What follows belongs to an exercise in optimizing a design on an open flow for small area, a short achievable clock period and few clock cycles per item; a production flow would make more cautious choices. In this exercise RTL edits were held to simulation tests only and were not proved equivalent to the original. Power and IR drop assume default switching activity.

File: config.mk
export PLATFORM = sky130hd
export DESIGN_NAME = output_eval_top
export DESIGN_NICKNAME = output_eval_top
export VERILOG_FILES = /design/flow/design.v
export SDC_FILE = /design/flow/constraint.sdc
export NUM_CORES = 4
export LEC_CHECK = 0
export ABC_AREA = 1
export CAP_MARGIN = 20
export CORE_MARGIN = 2
export CORE_UTILIZATION = 40
export SETUP_SLACK_MARGIN = 2.0
export SLEW_MARGIN = 20
File: constraint.sdc
create_clock -name core_clock -period 7.5 [get_ports {clk}]
set_input_delay 1.5000 -clock core_clock [delete_from_list [all_inputs] [get_ports {clk}]]
set_output_delay 1.5000 -clock core_clock [all_outputs]
set_load 0.01 [all_outputs]
File: design.v
package output_eval_pkg;
	localparam int DATA_W = 12;
	localparam int INT_BITS = 3;
	localparam int FRAC_BITS = DATA_W - INT_BITS - 1;  
	localparam int NEURONS = 4;  
	localparam int IDX_W = 2;  
	localparam int CNT_W = 8;  
	typedef logic signed [DATA_W-1:0] fxp_t;
	typedef fxp_t [NEURONS-1:0] fxp_vec_t;  
	typedef logic signed [2*DATA_W-1:0] product_t;  
	localparam fxp_t FXP_MAX = {1'b0, {(DATA_W-1){1'b1}}};
	localparam fxp_t FXP_MIN = {1'b1, {(DATA_W-1){1'b0}}};
	localparam fxp_t FXP_NEG_ONE = {{(INT_BITS+1){1'b1}}, {FRAC_BITS{1'b0}}};
	typedef struct packed {
		fxp_vec_t act;  
		fxp_vec_t deriv;  
		logic [NEURONS-1:0] label;  
	} sample_t;
	typedef struct packed {
		logic valid;  
		logic [IDX_W-1:0] idx;  
		fxp_t max_val;  
	} class_t;
	typedef struct packed {
		fxp_vec_t delta;  
		logic [IDX_W-1:0] idx;
		logic correct;  
		logic [CNT_W-1:0] count;  
	} result_t;
	localparam int SAMPLE_W = 2 * NEURONS * DATA_W + NEURONS;  
	localparam int RESULT_W = NEURONS * DATA_W + IDX_W + 1 + CNT_W;  
endpackage
`timescale 1ns/1ps
module fxp_mul (
	input logic [11:0] a_i,  
	input logic y_i,  
	input logic [11:0] d_i,  
	output logic [31:0] t_o  
);
	logic sat;  
	logic [11:0] ap;  
	logic neg0, one0, two0;
	logic [12:0] pp0;
	logic neg1, one1, two1;
	logic [12:0] pp1;
	logic neg2, one2, two2;
	logic [12:0] pp2;
	logic neg3, one3, two3;
	logic [12:0] pp3;
	logic neg4, one4, two4;
	logic [12:0] pp4;
	logic neg5, one5, two5;
	logic [12:0] pp5;
	logic s0, k0;
	logic s1, k1;
	logic s2, k2;
	logic s3, k3;
	logic s4, k4;
	logic s5, k5;
	logic s6, k6;
	logic s7, k7;
	logic s8, k8;
	logic s9, k9;
	logic s10, k10;
	logic s11, k11;
	logic s12, k12;
	logic s13, k13;
	logic s14, k14;
	logic s15, k15;
	logic s16, k16;
	logic s17, k17;
	logic s18, k18;
	logic s19, k19;
	logic s20, k20;
	logic s21, k21;
	logic s22, k22;
	logic s23, k23;
	logic s24, k24;
	logic s25, k25;
	logic s26, k26;
	logic s27, k27;
	logic s28, k28;
	logic s29, k29;
	logic s30, k30;
	logic s31, k31;
	logic s32, k32;
	logic s33, k33;
	logic s34, k34;
	logic s35, k35;
	logic s36, k36;
	logic s37, k37;
	logic s38, k38;
	logic s39, k39;
	logic s40, k40;
	logic s41, k41;
	logic s42, k42;
	logic s43, k43;
	logic s44, k44;
	logic s45, k45;
	logic s46, k46;
	logic s47, k47;
	logic s48, k48;
	logic s49, k49;
	logic s50, k50;
	logic s51, k51;
	logic s52, k52;
	logic s53, k53;
	logic s54, k54;
	logic s55, k55;
	logic s56, k56;
	logic s57, k57;
	logic s58, k58;
	logic s59, k59;
	logic [7:0] la, lb;
	logic [8:0] lsum;
	assign sat = y_i & a_i[11] & ~a_i[10] & ~a_i[9] & ~a_i[8];
	assign ap = sat ? 12'h800 : {a_i[11:8] - {3'b000, y_i}, a_i[7:0]};
	assign neg0 = d_i[1];
	assign one0 = d_i[0] ^ 1'b0;
	assign two0 = (d_i[1] & ~d_i[0] & ~1'b0) | (~d_i[1] & d_i[0] & 1'b0);
	assign pp0[0] = ((ap[0] & one0) | (1'b0 & two0)) ^ neg0;
	assign pp0[1] = ((ap[1] & one0) | (ap[0] & two0)) ^ neg0;
	assign pp0[2] = ((ap[2] & one0) | (ap[1] & two0)) ^ neg0;
	assign pp0[3] = ((ap[3] & one0) | (ap[2] & two0)) ^ neg0;
	assign pp0[4] = ((ap[4] & one0) | (ap[3] & two0)) ^ neg0;
	assign pp0[5] = ((ap[5] & one0) | (ap[4] & two0)) ^ neg0;
	assign pp0[6] = ((ap[6] & one0) | (ap[5] & two0)) ^ neg0;
	assign pp0[7] = ((ap[7] & one0) | (ap[6] & two0)) ^ neg0;
	assign pp0[8] = ((ap[8] & one0) | (ap[7] & two0)) ^ neg0;
	assign pp0[9] = ((ap[9] & one0) | (ap[8] & two0)) ^ neg0;
	assign pp0[10] = ((ap[10] & one0) | (ap[9] & two0)) ^ neg0;
	assign pp0[11] = ((ap[11] & one0) | (ap[10] & two0)) ^ neg0;
	assign pp0[12] = ((ap[11] & one0) | (ap[11] & two0)) ^ neg0;
	assign neg1 = d_i[3];
	assign one1 = d_i[2] ^ d_i[1];
	assign two1 = (d_i[3] & ~d_i[2] & ~d_i[1]) | (~d_i[3] & d_i[2] & d_i[1]);
	assign pp1[0] = ((ap[0] & one1) | (1'b0 & two1)) ^ neg1;
	assign pp1[1] = ((ap[1] & one1) | (ap[0] & two1)) ^ neg1;
	assign pp1[2] = ((ap[2] & one1) | (ap[1] & two1)) ^ neg1;
	assign pp1[3] = ((ap[3] & one1) | (ap[2] & two1)) ^ neg1;
	assign pp1[4] = ((ap[4] & one1) | (ap[3] & two1)) ^ neg1;
	assign pp1[5] = ((ap[5] & one1) | (ap[4] & two1)) ^ neg1;
	assign pp1[6] = ((ap[6] & one1) | (ap[5] & two1)) ^ neg1;
	assign pp1[7] = ((ap[7] & one1) | (ap[6] & two1)) ^ neg1;
	assign pp1[8] = ((ap[8] & one1) | (ap[7] & two1)) ^ neg1;
	assign pp1[9] = ((ap[9] & one1) | (ap[8] & two1)) ^ neg1;
	assign pp1[10] = ((ap[10] & one1) | (ap[9] & two1)) ^ neg1;
	assign pp1[11] = ((ap[11] & one1) | (ap[10] & two1)) ^ neg1;
	assign pp1[12] = ((ap[11] & one1) | (ap[11] & two1)) ^ neg1;
	assign neg2 = d_i[5];
	assign one2 = d_i[4] ^ d_i[3];
	assign two2 = (d_i[5] & ~d_i[4] & ~d_i[3]) | (~d_i[5] & d_i[4] & d_i[3]);
	assign pp2[0] = ((ap[0] & one2) | (1'b0 & two2)) ^ neg2;
	assign pp2[1] = ((ap[1] & one2) | (ap[0] & two2)) ^ neg2;
	assign pp2[2] = ((ap[2] & one2) | (ap[1] & two2)) ^ neg2;
	assign pp2[3] = ((ap[3] & one2) | (ap[2] & two2)) ^ neg2;
	assign pp2[4] = ((ap[4] & one2) | (ap[3] & two2)) ^ neg2;
	assign pp2[5] = ((ap[5] & one2) | (ap[4] & two2)) ^ neg2;
	assign pp2[6] = ((ap[6] & one2) | (ap[5] & two2)) ^ neg2;
	assign pp2[7] = ((ap[7] & one2) | (ap[6] & two2)) ^ neg2;
	assign pp2[8] = ((ap[8] & one2) | (ap[7] & two2)) ^ neg2;
	assign pp2[9] = ((ap[9] & one2) | (ap[8] & two2)) ^ neg2;
	assign pp2[10] = ((ap[10] & one2) | (ap[9] & two2)) ^ neg2;
	assign pp2[11] = ((ap[11] & one2) | (ap[10] & two2)) ^ neg2;
	assign pp2[12] = ((ap[11] & one2) | (ap[11] & two2)) ^ neg2;
	assign neg3 = d_i[7];
	assign one3 = d_i[6] ^ d_i[5];
	assign two3 = (d_i[7] & ~d_i[6] & ~d_i[5]) | (~d_i[7] & d_i[6] & d_i[5]);
	assign pp3[0] = ((ap[0] & one3) | (1'b0 & two3)) ^ neg3;
	assign pp3[1] = ((ap[1] & one3) | (ap[0] & two3)) ^ neg3;
	assign pp3[2] = ((ap[2] & one3) | (ap[1] & two3)) ^ neg3;
	assign pp3[3] = ((ap[3] & one3) | (ap[2] & two3)) ^ neg3;
	assign pp3[4] = ((ap[4] & one3) | (ap[3] & two3)) ^ neg3;
	assign pp3[5] = ((ap[5] & one3) | (ap[4] & two3)) ^ neg3;
	assign pp3[6] = ((ap[6] & one3) | (ap[5] & two3)) ^ neg3;
	assign pp3[7] = ((ap[7] & one3) | (ap[6] & two3)) ^ neg3;
	assign pp3[8] = ((ap[8] & one3) | (ap[7] & two3)) ^ neg3;
	assign pp3[9] = ((ap[9] & one3) | (ap[8] & two3)) ^ neg3;
	assign pp3[10] = ((ap[10] & one3) | (ap[9] & two3)) ^ neg3;
	assign pp3[11] = ((ap[11] & one3) | (ap[10] & two3)) ^ neg3;
	assign pp3[12] = ((ap[11] & one3) | (ap[11] & two3)) ^ neg3;
	assign neg4 = d_i[9];
	assign one4 = d_i[8] ^ d_i[7];
	assign two4 = (d_i[9] & ~d_i[8] & ~d_i[7]) | (~d_i[9] & d_i[8] & d_i[7]);
	assign pp4[0] = ((ap[0] & one4) | (1'b0 & two4)) ^ neg4;
	assign pp4[1] = ((ap[1] & one4) | (ap[0] & two4)) ^ neg4;
	assign pp4[2] = ((ap[2] & one4) | (ap[1] & two4)) ^ neg4;
	assign pp4[3] = ((ap[3] & one4) | (ap[2] & two4)) ^ neg4;
	assign pp4[4] = ((ap[4] & one4) | (ap[3] & two4)) ^ neg4;
	assign pp4[5] = ((ap[5] & one4) | (ap[4] & two4)) ^ neg4;
	assign pp4[6] = ((ap[6] & one4) | (ap[5] & two4)) ^ neg4;
	assign pp4[7] = ((ap[7] & one4) | (ap[6] & two4)) ^ neg4;
	assign pp4[8] = ((ap[8] & one4) | (ap[7] & two4)) ^ neg4;
	assign pp4[9] = ((ap[9] & one4) | (ap[8] & two4)) ^ neg4;
	assign pp4[10] = ((ap[10] & one4) | (ap[9] & two4)) ^ neg4;
	assign pp4[11] = ((ap[11] & one4) | (ap[10] & two4)) ^ neg4;
	assign pp4[12] = ((ap[11] & one4) | (ap[11] & two4)) ^ neg4;
	assign neg5 = d_i[11];
	assign one5 = d_i[10] ^ d_i[9];
	assign two5 = (d_i[11] & ~d_i[10] & ~d_i[9]) | (~d_i[11] & d_i[10] & d_i[9]);
	assign pp5[0] = ((ap[0] & one5) | (1'b0 & two5)) ^ neg5;
	assign pp5[1] = ((ap[1] & one5) | (ap[0] & two5)) ^ neg5;
	assign pp5[2] = ((ap[2] & one5) | (ap[1] & two5)) ^ neg5;
	assign pp5[3] = ((ap[3] & one5) | (ap[2] & two5)) ^ neg5;
	assign pp5[4] = ((ap[4] & one5) | (ap[3] & two5)) ^ neg5;
	assign pp5[5] = ((ap[5] & one5) | (ap[4] & two5)) ^ neg5;
	assign pp5[6] = ((ap[6] & one5) | (ap[5] & two5)) ^ neg5;
	assign pp5[7] = ((ap[7] & one5) | (ap[6] & two5)) ^ neg5;
	assign pp5[8] = ((ap[8] & one5) | (ap[7] & two5)) ^ neg5;
	assign pp5[9] = ((ap[9] & one5) | (ap[8] & two5)) ^ neg5;
	assign pp5[10] = ((ap[10] & one5) | (ap[9] & two5)) ^ neg5;
	assign pp5[11] = ((ap[11] & one5) | (ap[10] & two5)) ^ neg5;
	assign pp5[12] = ((ap[11] & one5) | (ap[11] & two5)) ^ neg5;
	assign s0 = pp0[10] ^ pp1[8];
	assign k0 = pp0[10] & pp1[8];
	assign s1 = pp0[11] ^ pp1[9];
	assign k1 = pp0[11] & pp1[9];
	assign s2 = ~pp0[12] ^ pp1[10] ^ pp2[8];
	assign k2 = (~pp0[12] & pp1[10]) | (pp2[8] & (~pp0[12] ^ pp1[10]));
	assign s3 = pp1[11] ^ pp2[9];
	assign k3 = pp1[11] & pp2[9];
	assign s4 = pp0[6] ^ pp1[4];
	assign k4 = pp0[6] & pp1[4];
	assign s5 = pp0[7] ^ pp1[5] ^ pp2[3];
	assign k5 = (pp0[7] & pp1[5]) | (pp2[3] & (pp0[7] ^ pp1[5]));
	assign s6 = pp0[8] ^ pp1[6] ^ pp2[4];
	assign k6 = (pp0[8] & pp1[6]) | (pp2[4] & (pp0[8] ^ pp1[6]));
	assign s7 = pp3[2] ^ pp4[0];
	assign k7 = pp3[2] & pp4[0];
	assign s8 = pp0[9] ^ pp1[7] ^ pp2[5];
	assign k8 = (pp0[9] & pp1[7]) | (pp2[5] & (pp0[9] ^ pp1[7]));
	assign s9 = pp3[3] ^ pp4[1];
	assign k9 = pp3[3] & pp4[1];
	assign s10 = pp2[6] ^ pp3[4] ^ pp4[2];
	assign k10 = (pp2[6] & pp3[4]) | (pp4[2] & (pp2[6] ^ pp3[4]));
	assign s11 = pp5[0] ^ neg5 ^ s0;
	assign k11 = (pp5[0] & neg5) | (s0 & (pp5[0] ^ neg5));
	assign s12 = pp2[7] ^ pp3[5] ^ pp4[3];
	assign k12 = (pp2[7] & pp3[5]) | (pp4[3] & (pp2[7] ^ pp3[5]));
	assign s13 = pp5[1] ^ s1 ^ k0;
	assign k13 = (pp5[1] & s1) | (k0 & (pp5[1] ^ s1));
	assign s14 = pp3[6] ^ pp4[4] ^ pp5[2];
	assign k14 = (pp3[6] & pp4[4]) | (pp5[2] & (pp3[6] ^ pp4[4]));
	assign s15 = 1'b1 ^ s2 ^ k1;
	assign k15 = (1'b1 & s2) | (k1 & (1'b1 ^ s2));
	assign s16 = pp3[7] ^ pp4[5] ^ pp5[3];
	assign k16 = (pp3[7] & pp4[5]) | (pp5[3] & (pp3[7] ^ pp4[5]));
	assign s17 = 1'b1 ^ s3 ^ k2;
	assign k17 = (1'b1 & s3) | (k2 & (1'b1 ^ s3));
	assign s18 = ~pp1[12] ^ pp2[10] ^ pp3[8];
	assign k18 = (~pp1[12] & pp2[10]) | (pp3[8] & (~pp1[12] ^ pp2[10]));
	assign s19 = pp4[6] ^ pp5[4] ^ k3;
	assign k19 = (pp4[6] & pp5[4]) | (k3 & (pp4[6] ^ pp5[4]));
	assign s20 = pp2[11] ^ pp3[9] ^ pp4[7];
	assign k20 = (pp2[11] & pp3[9]) | (pp4[7] & (pp2[11] ^ pp3[9]));
	assign s21 = pp5[5] ^ 1'b1;
	assign k21 = pp5[5] & 1'b1;
	assign s22 = ~pp2[12] ^ pp3[10] ^ pp4[8];
	assign k22 = (~pp2[12] & pp3[10]) | (pp4[8] & (~pp2[12] ^ pp3[10]));
	assign s23 = pp3[11] ^ pp4[9];
	assign k23 = pp3[11] & pp4[9];
	assign s24 = pp0[4] ^ pp1[2];
	assign k24 = pp0[4] & pp1[2];
	assign s25 = pp0[5] ^ pp1[3];
	assign k25 = pp0[5] & pp1[3];
	assign s26 = pp2[2] ^ pp3[0] ^ neg3;
	assign k26 = (pp2[2] & pp3[0]) | (neg3 & (pp2[2] ^ pp3[0]));
	assign s27 = pp3[1] ^ 1'b1 ^ s5;
	assign k27 = (pp3[1] & 1'b1) | (s5 & (pp3[1] ^ 1'b1));
	assign s28 = neg4 ^ s6 ^ s7;
	assign k28 = (neg4 & s6) | (s7 & (neg4 ^ s6));
	assign s29 = s8 ^ s9 ^ k6;
	assign k29 = (s8 & s9) | (k6 & (s8 ^ s9));
	assign s30 = s10 ^ s11 ^ k8;
	assign k30 = (s10 & s11) | (k8 & (s10 ^ s11));
	assign s31 = s12 ^ s13 ^ k10;
	assign k31 = (s12 & s13) | (k10 & (s12 ^ s13));
	assign s32 = s14 ^ s15 ^ k12;
	assign k32 = (s14 & s15) | (k12 & (s14 ^ s15));
	assign s33 = s16 ^ s17 ^ k14;
	assign k33 = (s16 & s17) | (k14 & (s16 ^ s17));
	assign s34 = s18 ^ s19 ^ k16;
	assign k34 = (s18 & s19) | (k16 & (s18 ^ s19));
	assign s35 = s20 ^ s21 ^ k18;
	assign k35 = (s20 & s21) | (k18 & (s20 ^ s21));
	assign s36 = pp5[6] ^ s22 ^ k20;
	assign k36 = (pp5[6] & s22) | (k20 & (pp5[6] ^ s22));
	assign s37 = pp5[7] ^ 1'b1 ^ s23;
	assign k37 = (pp5[7] & 1'b1) | (s23 & (pp5[7] ^ 1'b1));
	assign s38 = ~pp3[12] ^ pp4[10] ^ pp5[8];
	assign k38 = (~pp3[12] & pp4[10]) | (pp5[8] & (~pp3[12] ^ pp4[10]));
	assign s39 = pp4[11] ^ pp5[9];
	assign k39 = pp4[11] & pp5[9];
	assign s40 = pp0[2] ^ pp1[0];
	assign k40 = pp0[2] & pp1[0];
	assign s41 = pp0[3] ^ pp1[1];
	assign k41 = pp0[3] & pp1[1];
	assign s42 = pp2[0] ^ neg2 ^ s24;
	assign k42 = (pp2[0] & neg2) | (s24 & (pp2[0] ^ neg2));
	assign s43 = pp2[1] ^ s25 ^ k24;
	assign k43 = (pp2[1] & s25) | (k24 & (pp2[1] ^ s25));
	assign s44 = s4 ^ s26 ^ k25;
	assign k44 = (s4 & s26) | (k25 & (s4 ^ s26));
	assign s45 = k4 ^ s27 ^ k26;
	assign k45 = (k4 & s27) | (k26 & (k4 ^ s27));
	assign s46 = k5 ^ s28 ^ k27;
	assign k46 = (k5 & s28) | (k27 & (k5 ^ s28));
	assign s47 = k7 ^ s29 ^ k28;
	assign k47 = (k7 & s29) | (k28 & (k7 ^ s29));
	assign s48 = k9 ^ s30 ^ k29;
	assign k48 = (k9 & s30) | (k29 & (k9 ^ s30));
	assign s49 = k11 ^ s31 ^ k30;
	assign k49 = (k11 & s31) | (k30 & (k11 ^ s31));
	assign s50 = k13 ^ s32 ^ k31;
	assign k50 = (k13 & s32) | (k31 & (k13 ^ s32));
	assign s51 = k15 ^ s33 ^ k32;
	assign k51 = (k15 & s33) | (k32 & (k15 ^ s33));
	assign s52 = k17 ^ s34 ^ k33;
	assign k52 = (k17 & s34) | (k33 & (k17 ^ s34));
	assign s53 = k19 ^ s35 ^ k34;
	assign k53 = (k19 & s35) | (k34 & (k19 ^ s35));
	assign s54 = k21 ^ s36 ^ k35;
	assign k54 = (k21 & s36) | (k35 & (k21 ^ s36));
	assign s55 = k22 ^ s37 ^ k36;
	assign k55 = (k22 & s37) | (k36 & (k22 ^ s37));
	assign s56 = k23 ^ s38 ^ k37;
	assign k56 = (k23 & s38) | (k37 & (k23 ^ s38));
	assign s57 = 1'b1 ^ s39 ^ k38;
	assign k57 = (1'b1 & s39) | (k38 & (1'b1 ^ s39));
	assign s58 = ~pp4[12] ^ pp5[10] ^ k39;
	assign k58 = (~pp4[12] & pp5[10]) | (k39 & (~pp4[12] ^ pp5[10]));
	assign s59 = pp5[11] ^ 1'b1;
	assign k59 = pp5[11] & 1'b1;
	assign la[0] = pp0[0];
	assign lb[0] = neg0;
	assign la[1] = pp0[1];
	assign lb[1] = 1'b0;
	assign la[2] = neg1;
	assign lb[2] = s40;
	assign la[3] = s41;
	assign lb[3] = k40;
	assign la[4] = s42;
	assign lb[4] = k41;
	assign la[5] = s43;
	assign lb[5] = k42;
	assign la[6] = s44;
	assign lb[6] = k43;
	assign la[7] = s45;
	assign lb[7] = k44;
	assign lsum = la + lb;
	assign t_o[0] = s46;  
	assign t_o[1] = k45;  
	assign t_o[2] = s47;  
	assign t_o[3] = k46;  
	assign t_o[4] = s48;  
	assign t_o[5] = k47;  
	assign t_o[6] = s49;  
	assign t_o[7] = k48;  
	assign t_o[8] = s50;  
	assign t_o[9] = k49;  
	assign t_o[10] = s51;  
	assign t_o[11] = k50;  
	assign t_o[12] = s52;  
	assign t_o[13] = k51;  
	assign t_o[14] = s53;  
	assign t_o[15] = k52;  
	assign t_o[16] = s54;  
	assign t_o[17] = k53;  
	assign t_o[18] = s55;  
	assign t_o[19] = k54;  
	assign t_o[20] = s56;  
	assign t_o[21] = k55;  
	assign t_o[22] = s57;  
	assign t_o[23] = k56;  
	assign t_o[24] = s58;  
	assign t_o[25] = k57;  
	assign t_o[26] = s59;  
	assign t_o[27] = k58;  
	assign t_o[28] = ~pp5[12];  
	assign t_o[29] = k59;  
	assign t_o[30] = 1'b1;  
	assign t_o[31] = lsum[8];  
endmodule
module fxp_mul_round (
	input logic [31:0] t_i,
	output logic [11:0] p_o
);
	logic [15:0] ra, rb, q;
	assign ra[0] = t_i[0];
	assign rb[0] = t_i[1];
	assign ra[1] = t_i[2];
	assign rb[1] = t_i[3];
	assign ra[2] = t_i[4];
	assign rb[2] = t_i[5];
	assign ra[3] = t_i[6];
	assign rb[3] = t_i[7];
	assign ra[4] = t_i[8];
	assign rb[4] = t_i[9];
	assign ra[5] = t_i[10];
	assign rb[5] = t_i[11];
	assign ra[6] = t_i[12];
	assign rb[6] = t_i[13];
	assign ra[7] = t_i[14];
	assign rb[7] = t_i[15];
	assign ra[8] = t_i[16];
	assign rb[8] = t_i[17];
	assign ra[9] = t_i[18];
	assign rb[9] = t_i[19];
	assign ra[10] = t_i[20];
	assign rb[10] = t_i[21];
	assign ra[11] = t_i[22];
	assign rb[11] = t_i[23];
	assign ra[12] = t_i[24];
	assign rb[12] = t_i[25];
	assign ra[13] = t_i[26];
	assign rb[13] = t_i[27];
	assign ra[14] = t_i[28];
	assign rb[14] = t_i[29];
	assign ra[15] = t_i[30];
	assign rb[15] = 1'b0;
	assign q = ra + rb + {15'd0, t_i[31]};
	assign p_o = (q[15:11] == 5'b00000 || q[15:11] == 5'b11111) ? q[11:0] :
		(q[15] ? 12'h800 : 12'h7ff);
endmodule
`timescale 1ns/1ps
module output_eval_top (
	input logic clk,
	input logic reset,
	input logic wb_cyc_i,
	input logic wb_stb_i,
	input logic wb_we_i,
	input logic [99:0] wb_dat_i,
	output logic [58:0] wb_dat_o,
	output logic wb_ack_o
);
	localparam int TB = 32;  
	logic wr;  
	logic rd;  
	logic held_q;  
	logic [7:0] count_q;
	logic [1:0] idx_q;
	logic correct_q;
	logic [4*TB-1:0] t_q;  
	logic [4*TB-1:0] t_d;
	logic [47:0] delta;
	logic signed [11:0] act [4];  
	logic [3:0] win;  
	logic [1:0] idx_d;
	logic hit;
	assign wr = wb_cyc_i && wb_stb_i && wb_we_i;
	assign rd = wb_cyc_i && wb_stb_i && !wb_we_i && held_q;
	assign wb_ack_o = wr || rd;
	for (genvar g = 0; g < 4; g++) begin : g_neuron
		assign act[g] = wb_dat_i[52 + 12*g +: 12];
		fxp_mul u_mul (
			.a_i(act[g]),
			.y_i(wb_dat_i[g]),
			.d_i(wb_dat_i[4 + 12*g +: 12]),
			.t_o(t_d[TB*g +: TB])
		);
		fxp_mul_round u_round (
			.t_i(t_q[TB*g +: TB]),
			.p_o(delta[12*g +: 12])
		);
	end
	logic ge01, ge02, ge03, ge12, ge13, ge23;
	assign ge01 = act[0] >= act[1];
	assign ge02 = act[0] >= act[2];
	assign ge03 = act[0] >= act[3];
	assign ge12 = act[1] >= act[2];
	assign ge13 = act[1] >= act[3];
	assign ge23 = act[2] >= act[3];
	assign win[0] = ge01 && ge02 && ge03;
	assign win[1] = !ge01 && ge12 && ge13;
	assign win[2] = !ge02 && !ge12 && ge23;
	assign win[3] = !ge03 && !ge13 && !ge23;
	assign idx_d = {win[2] || win[3], win[1] || win[3]};
	assign hit = |(win & wb_dat_i[3:0]);
	always_ff @(posedge clk or posedge reset) begin
		if (reset) begin
			held_q <= 1'b0;
		end else if (wr) begin
			held_q <= 1'b1;
		end
	end
	always_ff @(posedge clk or posedge reset) begin
		if (reset) begin
			count_q <= '0;
		end else if (wr && hit) begin
			count_q <= count_q + 8'd1;
		end
	end
	always_ff @(posedge clk) begin
		if (wr) begin
			t_q <= t_d;
			idx_q <= idx_d;
			correct_q <= hit;
		end
	end
	assign wb_dat_o = {delta, idx_q, correct_q, count_q};
endmodule
File: run.sh
#!/bin/bash
# synth_recipe.tcl (not shown) runs the flow's synth.tcl, then flattens the netlist and writes it again
# the make line also repeats each setting of config.mk as NAME=value (left out here)
make -C /OpenROAD-flow-scripts/flow DESIGN_CONFIG=/design/flow/config.mk WORK_HOME=/design/flow/orfs CLKGATE_MAP_FILE= SYNTH_SCRIPT=/design/flow/synth_recipe.tcl finish
==> results of run 1 <==
## power groups by stage
stage | combinational [mW] | sequential [mW] | clock [mW]
finish | 3.72 | 1.23 | 0.974
global route | 4.30 | 1.25 | 1.02
CTS | 3.78 | 1.23 | 0.999
detailed placement | 3.75 | 1.25 | 0
global placement | 3.63 | 1.25 | 0
floorplan | 2.69 | 1.23 | 0
## critical path, delay by kind of cell
family	cells	cell delay, ps
compound gates	2	520
simple gates	2	390
fa+ha+maj	6	2200
xor+xnor	1	120
buf+inv	3	760
## Yosys cell counts (22+ instances only)
cell	instances	area share
a21oi_1	63	0.015
buf_2	49	0.011
clkbuf_1	55	0.0097
edfxtp_1	127	0.18
fa_1	160	0.15
ha_1	229	0.13
inv_1	429	0.075
inv_2	23	0.0040
nand2_1	462	0.081
nand2_2	32	0.0094
nand3_1	49	0.011
nand4_1	26	0.0076
nor2_1	120	0.021
o21ai_0	77	0.018
o22ai_1	236	0.069
xnor2_1	22	0.0090
xor2_1	325	0.13
## per-stage QoR
step | instances | area (µm²) | util
3_5_place_dp | 3376 | 23400 | 0.444
4_1_cts | 3408 | 24100 | 0.457
5_1_grt | 3409 | 24100 | 0.458
6_report | 3411 | 24100 | 0.458
3_3_place_gp | 3376 | 23400 | 0.444
2_1_floorplan | 2629 | 21300 | -
## worst max path at each step
stage / cells after the start / end / from
after floorplan: 12 / t_q[104] / wb_dat_i[96]
after global placement: 13 / t_q[31] / wb_dat_i[7]
after detailed placement: 13 / t_q[31] / wb_dat_i[7]
after CTS: 13 / t_q[31] / wb_dat_i[7]
after global routing: 14 / t_q[31] / wb_dat_i[5]
final: 14 / t_q[104] / wb_dat_i[96]
## sequential cells by signal, summed over array words and instances, names as in the netlist
signal,cells
correct_q,1
count_q,8
held_q,1
idx_q,2
t_q,124
## layer usage
metal | part of all wire | up-vias | wire length, µm | GRT usage
met2 | 0.48 | 444 | 27000 | 0.348
met1 | 0.44 | 8407 | 25100 | 0.265
met3 | 0.049 | 86 | 2770 | 0.0303
li1 | - | 8732 | - | -
met5 | 0.0016 | - | 91 | 0
met4 | 0.029 | 14 | 1620 | 0.0759
## cell families (layout without fill, tap and decap cells)
| logic type | Yosys count | in the layout | synth area share |
|---|---|---|---|
| AOI/OAI and AO/OA | 443 | 443 | 0.129 |
| xor gates and xnor gates | 348 | 348 | 0.143 |
| DFF | 136 | 136 | 0.189 |
| and+or+nand+nor | 730 | 730 | 0.146 |
| other | 0 | 3 | 0 |
| buffers and inverters | 579 | 670 | 0.107 |
| adders and majority gates | 389 | 389 | 0.284 |
| muxes | 4 | 4 | 0.00188 |
## area by class of cell
type,count,area (µm²)
Multi-Input combinational cell,1914,15000
Antenna cell,3,7.51
Clock inverter,14,245
Inverter,462,1730
Tap cell,688,861
Clock buffer,18,429
Sequential cell,136,4040
Fill cell,5124,28500
Timing Repair Buffer,176,1760
==> run_results.csv, run 1 <==
group,metric,value,unit
critical_path,cpPeakStageDelay,540,ps
grt,grt_pass1_vias,17800,
clock_tree,cts_tree,"done",
sta,tns,0,ps
worst_hold_path,min_to,"held_q",
outcome,status,"complete, no violations",
worst_hold_path,min_path_type,"register to register",
critical_path,critPathMaxFanout,12,
synth,netlist_area,0.0213,mm²
floorplan,core,0.0527,mm²
grt,grt_max_degree,137,
detailed_routing,drtPass1Iterations,5,
critical_path,r2r_slack,6290,ps
grt,antenna_found_initial,9,
power_and_ir_drop,power.switching,2.54,mW
critical_path,reg2regPathDepth,5,
power_and_ir_drop,sw_frac_of_total,0.429,
layout,layout_common_cells,"nand2_1 (461), inv_1 (427), xor2_1 (325), o22ai_1 (236), ha_1 (229)",
synth,synth_edf_count,127,
critical_path,timing.rr.end,"count_q[7]",
layout,area_growth,13.0,%
critical_path,crit_required,7680,ps
detailed_routing,drt_wl_total,56.6,mm
synth,syn_inst,2629,
floorplan,dieArea,0.0552,mm²
clock_tree,clockBufferDepth,2,
worst_hold_path,hold_depth,2,
synth,seq_area_frac_synth,0.189,
clock_tree,htree_levels,4,
clock_tree,cts_setup_buffers,0,
sta,slew_headroom,0.268,
layout,layout_commonest_cell,"nand2_1",
power_and_ir_drop,finalPower,5.93,mW
layout,nets,3201,
detailed_routing,vias,17700,
synth,synth_nets,3123,
critical_path,critPathLaunchType,"primary input",
power_and_ir_drop,p_per_area,246,mW/mm²
floorplan,fp-row-count,84,
critical_path,critPathKind,"primary input to register",
power_and_ir_drop,vdd_drop_max,0.147,mV
layout,layout-drive-gt1-share,0.0544,
clock_tree,postCtsResizedCells,1,
detailed_routing,wl_per_cell,16.6,µm
synth,synth-warning-count,3,
floorplan,die_width,235,µm
synth,ys_seq_elements,136,
grt,grt.total_usage,0.206,
detailed_routing,drt.antenna.violating_nets,0,
power_and_ir_drop,seqPwrFrac,0.208,
place,hpwl,45.7,mm
sta,fin_ws,2180,ps
detailed_routing,drc,0,
critical_path,worst_path_max_delay_cell,"clkdlybuf4s50_1",
sta,tightest_slew,1090,ps
synth,ys_types,52,
sta,timing.hold.ws,481,ps
critical_path,crit_chain,"clkdlybuf4s50_1 > inv_1 > ha_1 > ha_1 > xor2_1 > nand2_1 > o21ai_0 > nand2_1 > o21ai_0 > fa_1 > ha_1 > fa_1 > inv_1 > fa_1",
sta,fmax,188,MHz
clock_tree,clk_pin_slew_worst_paths,60,ps
floorplan,start_util,0.405,
critical_path,crit_path_end_kind,"register",
floorplan,dieHeight,235,µm
sta,fin_skew,1.97,ps
power_and_ir_drop,leakage,11.7,nW
sta,min_period_over_period,0.710,
place,place.gp.congestion,0.880,
critical_path,r2r-start,"count_q[2]",
sta,drv_slew,0,
worst_hold_path,min_from,"held_q",
clock_tree,clock-root-buffer,"clkbuf_16",
critical_path,arrival,5500,ps
grt,grt_overflow,0,
sta,fin_crit,5320,ps
sta,finalHoldViolCount,0,
flow_run,drv_cap,0,
clock_tree,clock_latency,450,ps
detailed_routing,initialDrtViolationCount,997,
floorplan,io_pins,165,
place,io_buffers,164,
place,place_ws,1220,ps
grt,grt_pass1_wl,91.8,mm
power_and_ir_drop,combPwrFrac,0.628,
sta,rsz0062_at_grt,"true",
synth,synthArstFlopShare,0.0662,
clock_tree,clock_sinks,136,
synth,syn_avg_cell_area,8.12,µm²
clock_tree,hold_buffers,0,
sta,setup-violations-final,0,
synth,ys.flop_type,"edfxtp_1",
power_and_ir_drop,p_clk_frac,0.164,
clock_tree,numCtsBuffers,17,
power_and_ir_drop,p_int,3.38,mW
detailed_routing,avgViaCountPerCell,5.18,
Testbench counts, summed over its fixed seeds: cycles 6,400, items 3,200.
==> run 2: changes to the inputs <==
--- a/config.mk
+++ b/config.mk
@@ -11,3 +11,3 @@
 export CORE_UTILIZATION = 40
-export SETUP_SLACK_MARGIN = 2.0
+export SETUP_SLACK_MARGIN = 3.5
 export SLEW_MARGIN = 20
==> run 2 against run 1 <==
Sequential share of layout area fell by 3.6 points. Still clean on timing, DRC and antenna. Sequential cell count unchanged. Non-clock buffer count is 324 higher. First-iteration DRC count rose by 12%. Register-to-register slack about the same.
==> run_results.csv, run 2 <==
group,metric,value,unit
floorplan,core,0.0527,mm²
place,io_buffers,164,
floorplan,die_width,235,µm
synth,synth-warning-count,3,
critical_path,r2r-start,"count_q[2]",
synth,syn_avg_cell_area,8.12,µm²
grt,busiest_layer,"met2",
grt,grt_use_met3,0.0369,
sta,slew_headroom,0.399,
sta,rsz0062_at_grt,"true",
critical_path,timing.rr.end,"count_q[7]",
power_and_ir_drop,p_int,3.86,mW
detailed_routing,drt_wl_total,67.8,mm
power_and_ir_drop,seqPwrFrac,0.181,
power_and_ir_drop,vdd_drop_max,0.198,mV
detailed_routing,drtPass1Iterations,5,
detailed_routing,avgViaCountPerCell,5.28,
grt,use_met2,0.404,
clock_tree,clock-root-buffer,"clkbuf_16",
synth,ys_seq_elements,136,
layout,area_growth,43.5,%
power_and_ir_drop,combPwrFrac,0.691,
grt,globalRouteMet1Util,0.294,
sta,fin_skew,3.12,ps
power_and_ir_drop,p_clk_frac,0.128,
outcome,status,"complete, no violations",
clock_tree,clockBufferDepth,2,
clock_tree,clock_latency,480,ps
sta,min_period_over_period,0.590,
critical_path,critPathKind,"register to primary output",
synth,syn_inst,2629,
sta,tns,0,ps
detailed_routing,drt.antenna.violating_nets,0,
critical_path,critPathMaxFanout,3,
detailed_routing,vias,19800,
sta,fin_crit,4420,ps
sta,setup-violations-final,0,
layout,reg.largest.list,"t_q x124, count_q x8, idx_q x2",
detailed_routing,drc,0,
grt,grt.total_usage,0.235,
synth,seq_area_frac_synth,0.189,
layout,layout-drive-gt1-share,0.388,
critical_path,crit_required,6000,ps
layout,num-fill-cells,4429,
sta,drv_slew,0,
layout,layout_common_cells,"nand2_1 (365), inv_1 (298), xor2_1 (279), buf_4 (256), ha_1 (183)",
synth,synthArstFlopShare,0.0662,
layout,nets,3536,
power_and_ir_drop,sw_frac_of_total,0.440,
grt,grt_max_degree,65,
synth,synth_nets,3123,
place,place.gp.congestion,0.902,
floorplan,start_util,0.405,
clock_tree,htree_levels,4,
grt,grt_pass1_vias,19600,
layout,largest_reg_flops,124,
synth,synth_common_cells,"nand2_1 (462), inv_1 (429), xor2_1 (325)",
floorplan,dieArea,0.0552,mm²
detailed_routing,wl_per_cell,18.1,µm
sta,fmax,226,MHz
clock_tree,hold_buffers,0,
critical_path,r2r_slack,6300,ps
clock_tree,clk_pin_slew_worst_paths,60,ps
synth,ys.flop_type,"edfxtp_1",
flow_run,drv_cap,0,
layout,layout_commonest_cell,"nand2_1",
floorplan,io_pins,165,
synth,yosysTopAreaCell,"edfxtp_1",
detailed_routing,initialDrtViolationCount,1121,
synth,ys_types,52,
power_and_ir_drop,finalPower,6.90,mW
sta,finalHoldViolCount,0,
clock_tree,numCtsBuffers,17,
synth,netlist_area,0.0213,mm²
synth,synth_edf_count,127,
critical_path,critPathLaunchType,"register",
worst_hold_path,hold_depth,2,
grt,antenna_found_initial,12,
synth,synth_area_leaders,"edfxtp_1 (18%), fa_1 (15%), ha_1 (13%)",
sta,tightest_slew,902,ps
power_and_ir_drop,power.switching,3.04,mW
clock_tree,clock_sinks,136,
worst_hold_path,min_from,"held_q",
worst_hold_path,min_path_type,"register to register",
synth,synth.most_common_cell,"nand2_1",
power_and_ir_drop,p_per_area,225,mW/mm²
worst_hold_path,min_to,"held_q",
grt,grt_overflow,0,
layout,top_register,"t_q",
floorplan,dieHeight,235,µm
critical_path,crit_path_end_kind,"primary output",
clock_tree,cts_tree,"done",
synth,netlist.area_leader.share,0.179,
critical_path,arrival,2920,ps
place,hpwl,46.5,mm
power_and_ir_drop,leakage,14.1,nW
floorplan,fp-row-count,84,
critical_path,reg2regPathDepth,5,
grt,grt_pass1_wl,104,mm
[run 2: cell count changes in the layout (fill, tap and decap cells not counted), moves of 73 or more]
cell             change
clkdlybuf4s50_1    -139
o22ai_1             -93
fa_1                -73
inv_1              -129
nand2_1             -96
buf_4              +245
fa_2                +73
buf_6               +75
inv_2               +87
[run 2: cell type report]
class | instances | area, µm² | share of cell area
inverter | 462 | 1960 | 0.0639
timing repair inverter | 5 | 33.8 | 0.00110
tap | 688 | 861 | 0.0281
clock inverter | 14 | 174 | 0.00568
timing repair buffer | 500 | 4510 | 0.147
clock buffer | 18 | 429 | 0.0140
sequential | 136 | 4040 | 0.132
multi-input combinational | 1920 | 18600 | 0.608
antenna | 3 | 7.51 | 0.000245
[run 2: worst max path at each step]
stage              endpoint    startpoint  depth (start not counted)  slack [ps]
2_1_floorplan      t_q[102]  wb_dat_i[96]                         12        2940
3_3_place_gp       t_q[127]  wb_dat_i[43]                         13        1530
3_5_place_dp       t_q[127]  wb_dat_i[43]                         13        1410
4_1_cts        wb_dat_o[23]       t_q[63]                         19        2930
5_1_grt        wb_dat_o[36]       t_q[65]                         19        2850
6_report       wb_dat_o[14]        t_q[1]                         19        3080
[run 2: stage by stage]
stage               utilization  cell area (µm²)  setup slack (ps)  hold slack, ps  std cells
floorplan                     -            22600              2940             427       2629
global placement          0.461            24300              1530             441       3374
detailed placement        0.461            24300              1410             476       3374
CTS                       0.537            28300              2930             490       3642
global route              0.581            30600              2850             546       3745
finish                    0.581            30600              3080             485       3746
[run 2: per-layer routing]
metal  vias up  wire length [µm]
met5         -                26
met4         4              2580
met3       168              3910
met2       621             33700
met1      9565             27600
li1       9411                 -
[run 2: cells by family (layout without fill, tap and decap cells)]
group | after synthesis | count (layout) | share of synthesized area
and+or+nand+nor | 730 | 736 | 0.146
buffers and inverters | 579 | 999 | 0.107
AOI/OAI and AO/OA | 443 | 443 | 0.129
adders and majority gates | 389 | 389 | 0.284
xor gates and xnor gates | 348 | 348 | 0.143
DFF | 136 | 136 | 0.189
muxes | 4 | 4 | 0.00188
other | 0 | 3 | 0
[run 2: what timing repair did]
action                     4_1_cts  5_1_grt
cloned                          11        0
resized for setup              920      369
pin swaps                      198      190
buffers inserted               225      101
setup endpoints to repair      153      119
[run 2: worst max-delay path, cell delays in order, from the launching register on]
cell      delay (ps)
edfxtp_1         390
inv_2            100
fa_2             200
inv_2             50
fa_2             340
nand3_2           80
nand2_2           70
a21oi_4          190
o21ai_2           80
nand2_1           90
nand2_1           50
nand2_1           70
nand2_1           80
nor2_1           110
nand2_2          100
nand2_4          110
buf_6            120
nand2_2           40
nand2_1           50
buf_2            130
[run 2: power groups by stage]
stage               clock (mW)  combinational, mW  sequential (mW)
floorplan                    0               2.84             1.23
global placement             0               3.77             1.24
detailed placement           0               3.89             1.25
CTS                      0.909               4.30             1.25
global route             0.938               5.37             1.26
finish                   0.885               4.76             1.25
==> run 3: changes to the inputs <==
--- a/config.mk
+++ b/config.mk
@@ -11,3 +11,3 @@
 export CORE_UTILIZATION = 40
-export SETUP_SLACK_MARGIN = 3.5
+export SETUP_SLACK_MARGIN = 3.0
 export SLEW_MARGIN = 20
==> run 3 against run 2 <==
Clock skew increased by 2.4 ps. Worst setup slack got worse by 65 ps. Count of clock-buffer cells in the layout down 1. Sequential share of layout area up 2.3 points. Critical endpoint is now t_q[63]. Global-route usage fell by 2.2 points. Final cell count shrank 5.2%. Non-clock buffer count decreased by 195. Via count shrank 6.0%. Sequential cell count unchanged. Sequential power about the same. Core utilization is 8.6 points lower. Synthesized cell count did not move. Critical path type is now primary input to register. Still clean on timing, DRC and antenna.
==> run_results.csv, run 3 <==
group,metric,value,unit
outcome,status,"complete, no violations",
critical_path,cp_top_family,"adder cells",
place,hpwl,45.8,mm
grt,grt.total_usage,0.213,
synth,synth_xor_area_frac,0.143,
synth,synthSimpleGateAreaFrac,0.146,
sta,slew_headroom,0.321,
layout,nets,3335,
sta,drv_slew,0,
synth,synth_area_leaders,"edfxtp_1 (18%), fa_1 (15%), ha_1 (13%)",
synth,netlist.area_leader.share,0.179,
synth,ys_types,52,
floorplan,fp-row-count,84,
layout,layout-drive-gt1-share,0.212,
synth,synth_nets,3123,
power_and_ir_drop,leakage,12.6,nW
sta,fin_crit,4490,ps
clock_tree,clock_latency,480,ps
synth,synth_edf_count,127,
layout,num-fill-cells,5058,
power_and_ir_drop,vdd_drop_max,0.170,mV
floorplan,io_pins,165,
detailed_routing,vias,18600,
critical_path,critPathMaxFanout,8,
critical_path,critPathLaunchType,"primary input",
power_and_ir_drop,p_per_area,233,mW/mm²
layout,largest_reg_flops,124,
critical_path,critPathBufInv,6,
grt,grt_pass1_vias,18000,
critical_path,cpPeakStageDelay,500,ps
synth,syn_inst,2629,
clock_tree,clockBufferDepth,2,
clock_tree,hold_buffers,0,
grt,antenna_found_initial,15,
sta,fmax,223,MHz
detailed_routing,initialDrtViolationCount,1091,
critical_path,crit_required,7710,ps
synth,synth_fa_ha_area_frac,0.284,
layout,layout_commonest_cell,"nand2_1",
floorplan,dieHeight,235,µm
synth,synth_compound_area_frac,0.129,
layout,area_growth,22.2,%
clock_tree,numCtsBuffers,17,
grt,grt_pass1_wl,94.3,mm
layout,layout_common_cells,"nand2_1 (386), inv_1 (373), xor2_1 (320), ha_1 (215), o22ai_1 (213)",
synth,netlist_area,0.0213,mm²
worst_hold_path,min_path_type,"register to register",
layout,multi_input_area,0.0162,mm²
place,place.gp.congestion,0.901,
flow_run,drv_cap,0,
critical_path,worst_path_max_delay_cell,"fa_1",
clock_tree,cts_tree,"done",
sta,tns,0,ps
synth,synthArstFlopShare,0.0662,
sta,tightest_slew,1020,ps
sta,finalHoldViolCount,0,
grt,grt_max_degree,75,
clock_tree,clk_pin_slew_worst_paths,60,ps
critical_path,crit_path_end_kind,"register",
critical_path,crit_chain,"dlygate4sd2_1 > nand4_4 > buf_12 > inv_4 > nor2_1 > inv_2 > o22ai_1 > xor2_1 > fa_1 > inv_1 > ha_1 > inv_1 > fa_1 > ha_1 > a21oi_1 > o221ai_1",
synth,synth_common_cells,"nand2_1 (462), inv_1 (429), xor2_1 (325)",
detailed_routing,wl_per_cell,16.9,µm
synth,ys.flop_type,"edfxtp_1",
detailed_routing,drt.antenna.violating_nets,0,
detailed_routing,drtPass1Iterations,5,
detailed_routing,drt_wl_total,59.8,mm
synth,synthMuxAreaShare,0.00188,
grt,grt_overflow,0,
sta,fin_skew,5.51,ps
synth,ys_seq_elements,136,
floorplan,core,0.0527,mm²
synth,seq_area_frac_synth,0.189,
clock_tree,clock-root-buffer,"clkbuf_16",
layout,regArea,0.00404,mm²
layout,fin_util,0.495,
synth,synth-warning-count,3,
critical_path,arrival,4700,ps
floorplan,start_util,0.405,
critical_path,critPathKind,"primary input to register",
place,io_buffers,164,
detailed_routing,avgViaCountPerCell,5.23,
clock_tree,clock_sinks,136,
synth,synth_top_family_by_area,"adder cells",
synth,synth.most_common_cell,"nand2_1",
sta,rsz0062_at_grt,"true",
sta,setup-violations-final,0,
clock_tree,htree_levels,4,
layout,reg.largest.list,"t_q x124, count_q x8, idx_q x2",
sta,min_period_over_period,0.599,
floorplan,dieArea,0.0552,mm²
layout,top_register,"t_q",
floorplan,die_width,235,µm
synth,syn_avg_cell_area,8.12,µm²
detailed_routing,drc,0,
synth,yosysTopAreaCell,"edfxtp_1",
-- run 3: cell count changes in the layout (fill, tap and decap cells not counted), moves of 37 or more --
cell	previous run	this run
o22ai_2	61	22
fa_2	73	8
buf_4	256	122
buf_6	75	21
xor2_2	43	6
dlygate4sd2_1	42	4
inv_1	298	373
fa_1	87	152
xor2_1	279	320
o22ai_1	143	213
inv_2	112	63
clkdlybuf4s50_1	20	70
-- run 3: what timing repair did --
action,in CTS,in global routing
resized for setup,420,228
endpoints found under the setup margin,134,111
setup buffers,53,77
cloned,5,0
pin swaps,47,75
-- run 3: routing by layer --
layer | track usage | vias to the layer above | part of all wire
met5 | 0 | - | 0.0011
met4 | 0.0865 | 12 | 0.033
met3 | 0.0382 | 120 | 0.054
met2 | 0.347 | 481 | 0.47
met1 | 0.280 | 8932 | 0.44
li1 | - | 9037 | -
-- run 3: final timing paths --
kind,startpoint,endpoint,slack (ps),cells after the start
max,wb_dat_i[75],t_q[63],3010,16
min,held_q,held_q,490,2
max reg2reg,count_q[0],count_q[6],6240,5
min reg2reg,held_q,held_q,490,2
max in group asynchronous,reset,count_q[4],5950,2
min in group asynchronous,reset,count_q[0],1280,2
-- run 3: through the flow --
stage	setup WS [ps]	cells	hold slack, ps	total power, mW	cell area (µm²)
6_report	3010	3550	494	6.07	26100
2_1_floorplan	2920	2629	427	3.94	21700
4_1_cts	2880	3465	509	5.92	25000
3_3_place_gp	1390	3375	448	4.89	23600
3_5_place_dp	1330	3375	494	5.00	23600
5_1_grt	2830	3547	521	6.75	26100
-- run 3: final cells by class --
class,instances,share of cell area
Multi-Input combinational cell,1919,0.623
Sequential cell,136,0.155
Timing Repair Buffer,305,0.0980
Inverter,462,0.0690
Tap cell,688,0.0330
Clock buffer,17,0.0163
Clock inverter,15,0.00547
Antenna cell,8,0.000768
-- run 3: cells by family (layout without fill, tap and decap cells) --
group,after synthesis,after routing
AO/OA/AOI/OAI,443,443
multiplexers,4,4
other,0,8
flip-flops,136,136
XOR/XNOR,348,348
AND/OR/NAND/NOR,730,735
adder cells (fa/ha/maj),389,389
buffers and inverters,579,799
-- run 3: power breakdown --
part	switching (mW)	leakage, nW	internal, mW	total (mW)
Combinational	2.30	11.0	1.72	4.01
Sequential	0.0575	1.28	1.18	1.23
Clock	0.368	0.264	0.460	0.827
Total	2.72	12.6	3.35	6.07
-- run 3: worst register-to-register path, stage by stage, from the launching register on --
cell and delay [ps]:
dfrtp_1 440, ha_1 250, nand4_1 150, xnor2_1 160, nand3_1 90, nand2_1 120

[separate check: timing with driven ports]
The results above use ideal ports. As a check the final layouts listed here were re-extracted and re-timed, cells and wires unchanged.
Step 1 assumes that a clkbuf_16 drives the clock port and a buf_2 every other input.
Step 2 times the ports against the registers' clock, not the clock port: input delays grow and output delays shrink by t, the midpoint of the rising clock arrivals with the driver on.
a / b / c = ideal / step 1 / step 2; a / b = the first two.
| run | t (ns) | slack for setup (ns) | latest minus earliest clock arrival (ns) | pins driven straight from the clock port |
|---|---|---|---|---|
| run 1 | 0.502 | 2.176 / 2.200 / 1.697 | 0.012 / 0.013 | 1 |
| run 2 | 0.540 | 3.076 / 3.016 / 2.602 | 0.008 / 0.008 | 1 |
| run 3 | 0.533 | 3.011 / 2.962 / 2.437 | 0.019 / 0.020 | 1 |
After both steps setup and hold are still met in every run listed. The setup slack of run 3, which loses most, moves by -0.049 ns with the drivers and by -0.574 ns with both steps.
